What follows belongs to an exercise in optimizing a design on an open flow for small area, a short achievable clock period and few clock cycles; a production flow would make more cautious choices.
RTL that was checked went through simulation tests only; none was proved equivalent to the original.
Power and IR drop assume default switching activity.

// access_rights_table_unit
module access_rights_table_unit
#(
  parameter int unsigned ENTRIES      = art_pkg::ENTRIES_DEF,
  parameter int unsigned MAX_SUBJECTS = art_pkg::MAX_SUBJECTS_DEF,
  parameter int unsigned MAX_OBJECTS  = art_pkg::MAX_OBJECTS_DEF
) (
  input  logic             clk_i,
  input  logic             rst_ni,
  input  logic             cfg_we_i,
  input  logic             cfg_idx_i,
  input  logic [art_pkg::CFG_W-1:0] cfg_data_i,
  input  logic             s_axis_tvalid,
  output logic             s_axis_tready,
  input  logic [15:0]      s_axis_tdata,   
  output logic             m_axis_tvalid,
  input  logic             m_axis_tready,
  output logic [31:0]      m_axis_tdata,   
  output logic             m_axis_tlast
);
  localparam int N = 64;
  logic        hv_q, sv_q;           
  logic [12:0] sc_q;                 
  logic [12:3] hc_q;                 
  logic        push, pop, load;
  assign s_axis_tready = !sv_q;
  assign push = s_axis_tvalid && !sv_q;
  assign load = pop || (push && !hv_q);
  logic [3:0] cs, co;
  logic [1:0] cm;
  assign cs   = hc_q[6:3];
  assign co   = hc_q[10:7];
  assign cm   = hc_q[12:11];
  logic m_add, m_rem, m_new, m_del, m_occ, m_list;
  logic [12:0] nh;
  logic [3:0]  hi_d;
  always_comb begin
    nh = sv_q ? sc_q : s_axis_tdata[12:0];
    if (nh[2:0] == art_pkg::MODE_OCC) nh[6:3] = hi_d;
  end
  logic [3:0] subj_q [0:N-1];
  logic [3:0] obj_q  [0:N-1];
  logic [1:0] rts_q  [0:N-1];
  logic [6:0] count_q;
  logic [3:0] hi_q;                  
  logic [15:0] gone_q;
  logic [15:0] below_q;              
  logic [4:0] added_q, init_q;
  logic [4:0] objc_q;                
  logic       dany_q;                
  logic [6:0] ptr_q;                 
  logic        o0v_q, o0l_q;
  logic [23:0] o0d_q;
  logic ofree, step;
  assign ofree = !o0v_q || m_axis_tready;
  assign step = hv_q && ofree;
  logic use_s, use_o;
  assign use_s = !m_list;
  assign use_o = m_add || m_rem || m_list;
  logic [N-1:0] valid, p;
  always_comb begin
    for (int i = 0; i < N; i++) begin
      valid[i] = (rts_q[i] != 2'b00);
      p[i] = valid[i] && (!use_s || subj_q[i] == cs) && (!use_o || obj_q[i] == co) &&
             (!m_list || ptr_q[6] || (6'(i) < ptr_q[5:0]));
    end
  end
  logic [7:0] g_any, g_mul;
  ...
Settings: LEC_CHECK=0, CAP_MARGIN=20, CORE_MARGIN=2, CORE_UTILIZATION=55, CTS_CLUSTER_DIAMETER=80, CTS_CLUSTER_SIZE=30, PLACE_DENSITY=0.7, SETUP_SLACK_MARGIN=3.3, SLEW_MARGIN=20; clock period 8.0 ns.
run.sh (not shown) runs the stock make flow with config.mk's settings and CLKGATE_MAP_FILE= SYNTH_SCRIPT=/design/flow/synth_recipe.tcl, a recipe that flattens the netlist after the stock synthesis.
Next try:
--- a/flow/design.v
+++ b/flow/design.v
@@ -88,15 +88,15 @@
   assign use_s = !m_list;
   assign use_o = m_add || m_rem || m_list;
   logic [N-1:0] valid, p;
   always_comb begin
     for (int i = 0; i < N; i++) begin
       valid[i] = (rts_q[i] != 2'b00);
       p[i] = valid[i] && (!use_s || subj_q[i] == cs) && (!use_o || obj_q[i] == co) &&
-             (!m_list || ptr_q[6] || (6'(i) < ptr_q[5:0]));
+             (ptr_q[6] || (6'(i) < ptr_q[5:0]));
     end
   end
   logic [7:0] g_any, g_mul;
   logic [2:0] g_idx [0:7];
   logic [3:0] g_sub [0:7];
   always_comb
     for (int g = 0; g < 8; g++) begin
@@ -170,15 +170,15 @@
   assign tfull_tab = count_q[6];
   assign shift = step && m_add && sub_ok && (cm != 2'b00) && !tfull_tab;
   assign ins = shift && !any_p;
   logic occ_done, emit, done, last;
   assign occ_done = any_p || (count_q == 7'd0);
   always_comb begin
     emit = 1'b1; done = 1'b1; last = 1'b1;
-    if (m_del && multi) begin emit = 1'b0; done = 1'b0; end
+    if (m_del && any_p) begin emit = 1'b0; done = 1'b0; end
     if (m_occ && !occ_done) begin emit = 1'b0; done = 1'b0; end
     if (m_list && multi) begin done = 1'b0; last = 1'b0; end
   end
   assign pop = step && done;
   logic [4:0] rows;
   assign rows = (count_q == 7'd0) ? 5'd0 : {1'b0, cs} + 5'd1;
   assign hi_d = (ins && cs > hi_q) ? cs :
@@ -197,15 +197,15 @@
       end
     end
     if (m_rem && any_p) st = art_pkg::ST_DONE;
     if (m_new) begin
       if (tfull) begin st = art_pkg::ST_FULL; so = 5'd16; end
       else begin st = art_pkg::ST_DONE; so = total + 5'd1; end
     end
-    if (m_del && (any_p || dany_q)) st = art_pkg::ST_DONE;
+    if (m_del && dany_q) st = art_pkg::ST_DONE;
     if (m_occ) st = art_pkg::ST_DONE;
     if (m_list && any_p) begin st = art_pkg::ST_DONE; so = {1'b0, hsubj}; end
   end
   logic [8:0] cells;
   assign cells = 9'(rows * objc_q);
   logic [23:0] res;
   assign res = {m_occ, m_occ ? count_q : 7'd0, m_occ ? cells : 9'd0, m_occ ? rows : so, st};
@@ -224,27 +224,27 @@
     if (!rst_ni) begin
       for (int i = 0; i < N; i++) rts_q[i] <= 2'b00;
     end else begin
       for (int i = 0; i < N; i++) begin
         if (shift && sh[i]) begin
           if (i == 0) rts_q[i] <= any_p ? 2'b00 : cm;
           else rts_q[i] <= rts_q[(i == 0) ? 0 : i-1] | (p[(i == 0) ? 0 : i-1] ? cm : 2'b00);
-        end else if (step && (((m_add || m_rem) && p[i]) || (m_del && p[i] && hidx == 6'(i))))
+        end else if (step && (((m_add || m_rem) && p[i]) || (m_del && !ptr_q[6] && ptr_q[5:0] == 6'(i))))
           rts_q[i] <= (rts_q[i] | rorm) & randm;
       end
     end
   end
   logic [4:0]  init_d, added_d;
   logic [15:0] gone_d, below_d;
   logic [5:0]  tot_d;
   always_comb begin
     init_d = (cfg_we_i && cfg_idx_i == art_pkg::CFG_INIT_SUBJ) ? cfg_data_i : init_q;
     added_d = (step && m_new && !tfull) ? added_q + 5'd1 : added_q;
     gone_d = gone_q;
-    if (step && m_del && !multi && (any_p || dany_q)) gone_d[cs] = 1'b1;
+    if (step && m_del && !any_p && dany_q) gone_d[cs] = 1'b1;
     tot_d = {1'b0, init_d} + {1'b0, added_d};
     for (int k = 0; k < 16; k++) below_d[k] = (6'(k) < tot_d);
   end
   always_ff @(posedge clk_i) begin
     if (ofree) begin
       o0d_q <= res;
       o0l_q <= last;
@@ -281,19 +281,19 @@
         if (sv_q) sv_q <= push;
         else hv_q <= push;
       end else if (push) begin
         if (!hv_q) hv_q <= 1'b1;
         else sv_q <= 1'b1;
       end
       if (step) begin
-        ptr_q <= done ? 7'd64 : {1'b0, hidx};
+        ptr_q <= (done || m_occ) ? 7'd64 : {1'b0, hidx};
         dany_q <= done ? 1'b0 : (dany_q || (m_del && any_p));
       end
       if (ins) count_q <= count_q + 7'd1;
-      else if (step && ((m_rem && any_p && remz) || (m_del && any_p)))
+      else if (step && ((m_rem && any_p && remz) || (m_del && !ptr_q[6])))
         count_q <= count_q - 7'd1;
       hi_q <= hi_d;
       if (ofree) o0v_q <= step && emit;
     end
   end
   logic       o_occ;
   logic [4:0] o_x;
Effect: Cell count drops by 4.3%. Fmax came out lower by 0.51%. Clock power goes down by about 5%. Sequential power falls by 5.0%. Hold slack got worse by 18 ps. Cell area went down by 6.7%. Via count decreases by 7.9%. Clock-buffer cell count falls by 8. Global-route usage came out lower by 4.9 points. Power came out lower by 34%. Sequential share of layout area increases by 3.0 points. Critical path depth is lower by 4.
Testbench counts after the change, summed over its fixed seeds: cycles 7,924.
The RTL of the first run of this note was laid out without a check of its function.

==> what the ideal ports hide <==
How much do the figures lean on ideal ports? The routed layouts below were timed once more, with nothing changed but the port constraints. Step 1 (the two cells are an assumption about what drives the block):
set clk [get_ports {clk_i}]
set_driving_cell -lib_cell sky130_fd_sc_hd__clkbuf_16 $clk
set_driving_cell -lib_cell sky130_fd_sc_hd__buf_2 [delete_from_list [all_inputs] $clk]
Step 2 adds t to the input delays and takes it off the output delays; t is the mean of the earliest and latest rising clock arrival at the registers after step 1. Input paths then give back, and output paths get back, about the clock's delay inside the block. Three values: ideal, step 1, step 2; two values: the first two.
| run | t, ns | slack for setup (ns) | slew at the worst register clock pin (ns) |
|---|---|---|---|
| the first run | 0.710 | 3.128 / 3.128 / 2.879 | 0.12 / 0.12 |
| the second run | 0.703 | 3.104 / 3.104 / 2.795 | 0.12 / 0.12 |
After both steps setup and hold are still met in every run listed. The setup slack of the second run, which loses most, moves by 0.000 ns with the drivers and by -0.309 ns with both steps.
